This design comes from an exercise in tuning for small area and few clock cycles per item on the open sky130 flow, not from production work.
Function was checked by simulation only, so behaviour that the tests miss may differ from the original.

P:
==> module scg_front, before the edit <==
module scg_front (
  input  logic                              clk,
  input  logic                              rst,
  input  logic                              item_valid,
  input  logic                              take,
  input  logic                              restart,
  input  logic                              s1_valid,
  input  logic                              move,
  input  scg_pkg::cfg_t                     cfg,
  output logic                              block,
  output logic [11:0]                       phase,
  output logic [scg_pkg::LENGTH_BITS-1:0]   index,
  output logic                              last
);
  localparam int LB = scg_pkg::LENGTH_BITS;
  logic [31:0]   phase_acc;
  logic          pending;
  logic          pending_next;
  logic          use_offset;
  logic          s1_start;
  logic          s1_last;
  logic [LB-1:0] s1_index;
  logic [LB-1:0] new_index;
  logic          new_last;
  logic          at_start;
  logic          start;
  logic [LB-1:0] cnt;
  logic [LB-1:0] cnt_up;
  logic [LB:0]   cnt_inc;
  logic          last_up;
  logic          last_new;
  logic          wrap;
  logic [31:0]   ph;
  logic          next_last;
  always_comb begin
    s1_index  = s1_start ? '0 : index + LB'(1);
    new_index = s1_valid ? s1_index : index;
    new_last  = s1_valid ? s1_last : last;
    at_start  = new_last || (&new_index);
    start     = restart || at_start;
    block     = restart && !at_start && !pending;
    ph        = use_offset ? cfg.phase_offset : phase_acc;
    cnt_up    = new_index + LB'(1);
    cnt_inc   = {1'b0, cnt_up} + (LB+1)'(1);
    last_up   = (cnt_inc >= {1'b0, cfg.block_length}) || (cfg.block_length == '0);
    last_new  = (cfg.block_length[LB-1:1] == '0);
    wrap      = &cnt_up;
    cnt       = start ? '0 : cnt_up;
    next_last = start ? last_new : last_up;
  end
  assign phase = ph[31:20];
  assign pending_next = item_valid && restart && !take;
  always_ff @(posedge clk) begin
    if (rst) begin
      phase_acc  <= '0;
      last       <= 1'b1;
      pending    <= 1'b0;
      use_offset <= 1'b1;
    end else begin
      pending    <= pending_next;
      use_offset <= pending_next || (take ? (next_last || (!start && wrap)) : at_start);
      if (take) phase_acc <= ph + cfg.frequency_word;
      if (move) last <= s1_last;
    end
  end
  always_ff @(posedge clk) begin
    if (take) begin
      s1_start <= start;
      s1_last  <= next_last;
    end
    if (move) index <= s1_index;
  end
endmodule
==> module sine_cosine_generator, before the edit <==
module sine_cosine_generator #(
  parameter int TABLE_BITS = 10,
  parameter int PHASE_BITS = 32
) (
  input  logic                                   clk,
  input  logic                                   rst,
  input  logic                                   item_valid,
  output logic                                   item_ready,
  input  logic                                   restart,
  output logic                                   result_valid,
  input  logic                                   result_ready,
  output logic signed [scg_pkg::SAMPLE_BITS-1:0] sine_value,
  output logic signed [scg_pkg::SAMPLE_BITS-1:0] cosine_value,
  output logic [scg_pkg::LENGTH_BITS-1:0]        sample_index,
  output logic                                   block_end,
  output logic                                   bad_frequency,
  input  logic                                   cfg_valid,
  output logic                                   cfg_ready,
  input  logic [scg_pkg::CFG_INDEX_BITS-1:0]     cfg_index,
  input  logic [scg_pkg::WORD_BITS-1:0]          cfg_data
);
  scg_pkg::cfg_t cfg;
  logic          take;
  logic          hold;
  logic          s1_valid;
  logic          s2_load;
  logic [11:0]   phase;
  logic [14:0]   fwd_mag;
  logic [14:0]   rev_mag;
  logic [14:0]   s1_fwd;
  logic [14:0]   s1_rev;
  logic [1:0]    s1_quad;
  logic [14:0]   sin_mag;
  logic [14:0]   cos_mag;
  logic          sin_neg;
  logic          cos_neg;
  logic [8:0]    amp_one;
  logic [8:0]    amp_two;
  logic [8:0]    amp_neg;
  logic [19:0]   sin_out;
  logic [19:0]   cos_out;
  assign cfg_ready = 1'b1;
  always_ff @(posedge clk) begin
    if (rst) begin
      cfg.frequency_word <= '0;
      cfg.phase_offset   <= '0;
      cfg.amplitude      <= scg_pkg::AMP_RESET;
      cfg.block_length   <= scg_pkg::LENGTH_RESET;
      cfg.complex_mode   <= 1'b0;
    end else if (cfg_valid && cfg_ready) begin
      case (cfg_index)
        scg_pkg::REG_FREQUENCY:    cfg.frequency_word <= cfg_data;
        scg_pkg::REG_PHASE_OFFSET: cfg.phase_offset   <= cfg_data;
        scg_pkg::REG_AMPLITUDE:    cfg.amplitude      <= cfg_data[scg_pkg::AMP_BITS-1:0];
        scg_pkg::REG_BLOCK_LENGTH: cfg.block_length   <= cfg_data[scg_pkg::LENGTH_BITS-1:0];
        scg_pkg::REG_COMPLEX_MODE: cfg.complex_mode   <= cfg_data[0];
        default: ;
      endcase
    end
  end
  assign s2_load    = !result_valid || result_ready;
  assign item_ready = (!s1_valid || s2_load) && !hold;
  assign take       = item_valid && item_ready;
  always_ff @(posedge clk) begin
    if (rst) begin
      s1_valid     <= 1'b0;
      result_valid <= 1'b0;
    end else begin
      s1_valid     <= take || (s1_valid && !s2_load);
      if (s2_load) result_valid <= s1_valid;
    end
  end
  scg_front u_front (
    .clk        (clk),
    .rst        (rst),
    .item_valid (item_valid),
    .take       (take),
    .restart    (restart),
    .s1_valid   (s1_valid),
    .move       (s2_load && s1_valid),
    .cfg        (cfg),
    .block      (hold),
    .phase      (phase),
    .index      (sample_index),
    .last       (block_end)
  );
  scg_rom_fwd u_fwd (
    .idx   (phase[9:0]),
    .value (fwd_mag)
  );
  scg_rom_rev u_rev (
    .idx   (phase[9:0]),
    .value (rev_mag)
  );
  always_ff @(posedge clk) begin
    if (take) begin
      s1_fwd  <= fwd_mag;
      s1_rev  <= rev_mag;
      s1_quad <= phase[11:10];
    end
  end
  assign sin_mag = s1_quad[0] ? s1_rev : s1_fwd;
  assign cos_mag = s1_quad[0] ? s1_fwd : s1_rev;
  assign sin_neg = s1_quad[1];
  assign cos_neg = s1_quad[1] ^ s1_quad[0];
  assign bad_frequency = (cfg.frequency_word == '0);
  scg_booth u_booth (
    .amp  (cfg.amplitude),
    .one  (amp_one),
    .two  (amp_two),
    .bneg (amp_neg)
  );
  scg_back u_sin (
    .t     (sin_mag),
    .one   (amp_one),
    .two   (amp_two),
    .bneg  (amp_neg),
    .neg   (sin_neg),
    .zero  (bad_frequency),
    .value (sin_out)
  );
  scg_back u_cos (
    .t     (cos_mag),
    .one   (amp_one),
    .two   (amp_two),
    .bneg  (amp_neg),
    .neg   (cos_neg),
    .zero  (bad_frequency || !cfg.complex_mode),
    .value (cos_out)
  );
  always_ff @(posedge clk) begin
    if (s2_load && s1_valid) begin
      sine_value   <= $signed(sin_out);
      cosine_value <= $signed(cos_out);
    end
  end
endmodule
clock: 7.0 ns
lec_check: 0
cap_margin: 20
core_margin: 2
core_utilization: 45
cts_buf_list: sky130_fd_sc_hd__clkbuf_8 sky130_fd_sc_hd__clkbuf_16
cts_cluster_diameter: 80
cts_cluster_size: 20
place_density: 0.65
slew_margin: 20
synth_memory_max_bits: 65536
standard.sh (not shown) runs the stock make flow with config.mk's settings and CLKGATE_MAP_FILE= SYNTH_SCRIPT=/design/flow/synth_recipe.tcl, a recipe that flattens the netlist after the stock synthesis.
==> flow/flow/run.sh <==
#!/bin/bash
# Own flow: the standard layout, with two changes to the synthesis's
# technology mapping: the final ABC run uses flow/abc.script, and only full
# adders (not half adders) are extracted as adder cells. Everything before
# the mapping is the standard synthesis, so the registers (names and cell
# types) are the standard synthesis's; this is checked against a standard
# synthesis run, and the standard netlist is used if they differ. The ports
# are buffered with the smallest buffer cell.
set -euo pipefail
work=$PWD
res=$work/orfs/results/${FLOW_PLATFORM}/sine_cosine_generator/base

# Standard synthesis, kept apart for the register check.
bash standard.sh WORK_HOME=$work/orfs_std synth > synth_standard.log 2>&1
std=$work/orfs_std/results/${FLOW_PLATFORM}/sine_cosine_generator/base/1_2_yosys.v

# The same synthesis with the changed mapping.
rm -rf $work/abc_scripts
cp -r "$FLOW_HOME/scripts" $work/abc_scripts
cp flow/abc.script $work/abc_scripts/abc_speed.script
cp flow/abc.script $work/abc_scripts/abc_area.script
sed -i 's/^\(\s*\)extract_fa {\*}\[dont_use_extract_fa_args\]/\1extract_fa -fa {*}[dont_use_extract_fa_args]/' $work/abc_scripts/synth.tcl
grep -n "extract_fa" $work/abc_scripts/synth.tcl > synth_changes.log || true
bash standard.sh SCRIPTS_DIR=$work/abc_scripts synth > synth_custom.log 2>&1

flops() {
  grep -oE '^\s*sky130_fd_sc_hd__[a-z0-9_]+\s+\S+' "$1" | awk '{print $1, $2}' \
    | grep -E '__(dfxtp|edfxtp|dfrtp|dfstp|dfbbp|dfrbp|dfsbp|dfxbp|edfrtp|sdf|dlx|dlr|sdlc|dfrtn|edfrbp)' | sort
}
flops "$std" > flops_standard.txt
flops "$res/1_2_yosys.v" > flops_custom.txt
if ! cmp -s flops_standard.txt flops_custom.txt; then
  echo "register mismatch: using the standard synthesis" | tee register_check.log
  rm -rf $work/orfs
  bash standard.sh synth > synth_fallback.log 2>&1
else
  echo "registers match ($(wc -l < flops_custom.txt))" | tee register_check.log
fi

bash standard.sh "BUFFER_PORTS_ARGS=-buffer_cell sky130_fd_sc_hd__buf_1" finish > finish.log 2>&1
==> flow/flow/abc.script <==
strash
&get -n
&fraig -x
&put
scorr
dc2
strash
&get -n
&dch -f
&nf
&put
Testbench counts of P, summed over its fixed seeds: cycles 12,996, items 12,800.
The inputs of Q differ from those of P as listed below.
--- a/flow/design.v
+++ b/flow/design.v
@@ -2426,12 +2426,10 @@
   input  logic                              clk,
   input  logic                              rst,
   input  logic                              item_valid,
   input  logic                              take,
   input  logic                              restart,
-  input  logic                              s1_valid,
-  input  logic                              move,
   input  scg_pkg::cfg_t                     cfg,
   output logic                              block,
   output logic [11:0]                       phase,
   output logic [scg_pkg::LENGTH_BITS-1:0]   index,
   output logic                              last
@@ -2439,15 +2437,10 @@
   localparam int LB = scg_pkg::LENGTH_BITS;
   logic [31:0]   phase_acc;
   logic          pending;
   logic          pending_next;
   logic          use_offset;
-  logic          s1_start;
-  logic          s1_last;
-  logic [LB-1:0] s1_index;
-  logic [LB-1:0] new_index;
-  logic          new_last;
   logic          at_start;
   logic          start;
   logic [LB-1:0] cnt;
   logic [LB-1:0] cnt_up;
   logic [LB:0]   cnt_inc;
@@ -2455,18 +2448,15 @@
   logic          last_new;
   logic          wrap;
   logic [31:0]   ph;
   logic          next_last;
   always_comb begin
-    s1_index  = s1_start ? '0 : index + LB'(1);
-    new_index = s1_valid ? s1_index : index;
-    new_last  = s1_valid ? s1_last : last;
-    at_start  = new_last || (&new_index);
+    at_start  = last || (&index);
     start     = restart || at_start;
     block     = restart && !at_start && !pending;
     ph        = use_offset ? cfg.phase_offset : phase_acc;
-    cnt_up    = new_index + LB'(1);
+    cnt_up    = index + LB'(1);
     cnt_inc   = {1'b0, cnt_up} + (LB+1)'(1);
     last_up   = (cnt_inc >= {1'b0, cfg.block_length}) || (cfg.block_length == '0);
     last_new  = (cfg.block_length[LB-1:1] == '0);
     wrap      = &cnt_up;
     cnt       = start ? '0 : cnt_up;
@@ -2481,20 +2471,18 @@
       pending    <= 1'b0;
       use_offset <= 1'b1;
     end else begin
       pending    <= pending_next;
       use_offset <= pending_next || (take ? (next_last || (!start && wrap)) : at_start);
-      if (take) phase_acc <= ph + cfg.frequency_word;
-      if (move) last <= s1_last;
+      if (take) begin
+        phase_acc <= ph + cfg.frequency_word;
+        last      <= next_last;
+      end
     end
   end
   always_ff @(posedge clk) begin
-    if (take) begin
-      s1_start <= start;
-      s1_last  <= next_last;
-    end
-    if (move) index <= s1_index;
+    if (take) index <= cnt;
   end
 endmodule
 module scg_back (
   input  logic [14:0] t,
   input  logic [8:0]  one,
@@ -3418,10 +3406,12 @@
   scg_pkg::cfg_t cfg;
   logic          take;
   logic          hold;
   logic          s1_valid;
   logic          s2_load;
+  logic [scg_pkg::LENGTH_BITS-1:0] s1_index;
+  logic          s1_last;
   logic [11:0]   phase;
   logic [14:0]   fwd_mag;
   logic [14:0]   rev_mag;
   logic [14:0]   s1_fwd;
   logic [14:0]   s1_rev;
@@ -3470,17 +3460,15 @@
     .clk        (clk),
     .rst        (rst),
     .item_valid (item_valid),
     .take       (take),
     .restart    (restart),
-    .s1_valid   (s1_valid),
-    .move       (s2_load && s1_valid),
     .cfg        (cfg),
     .block      (hold),
     .phase      (phase),
-    .index      (sample_index),
-    .last       (block_end)
+    .index      (s1_index),
+    .last       (s1_last)
   );
   scg_rom_fwd u_fwd (
     .idx   (phase[9:0]),
     .value (fwd_mag)
   );
@@ -3526,8 +3514,10 @@
   );
   always_ff @(posedge clk) begin
     if (s2_load && s1_valid) begin
       sine_value   <= $signed(sin_out);
       cosine_value <= $signed(cos_out);
+      sample_index <= s1_index;
+      block_end    <= s1_last;
     end
   end
 endmodule
[summary]
The flow did not stop early for Q: all stages ran, and the layout cleared the timing, design-rule and antenna checks. Post-layout utilization of the core in Q vs P: up 0.22 points. Going from P to Q, slack of the worst reg-to-reg path shrank by 0.02 ns, relative area change from synthesis to final layout picked up an extra 0.58 points. On post-layout minimum cycle time: between P and Q, it ends up lower for P. Maximum frequency (Q vs. P) decreases slightly.
Testbench counts of Q, summed over its fixed seeds: cycles 12,996, items 12,800.

## re-timing with driven ports
The results above use ideal ports. As a check the final layouts listed here were re-extracted and re-timed, cells and wires unchanged. Step 1, drivers: a clkbuf_16 drives clk and a buf_2 each remaining input, both assumed. Step 2, shift: input delay + t, output delay - t, t = (earliest + latest rising clock arrival at the registers) / 2. This alone moves slack from input paths to output paths. Three values: ideal, step 1, step 2; two values: the first two.
| run | shift t [ns] | setup WS [ns] | worst setup path at the end | worst register clock-pin slew, ns |
|---|---|---|---|---|
| P | 0.629 | 0.339 / 0.339 / 0.339 | register to register | 0.09 / 0.09 |
| Q | 0.616 | 0.316 / 0.316 / 0.316 | register to register | 0.09 / 0.09 |
After both steps every run listed still meets setup and hold.
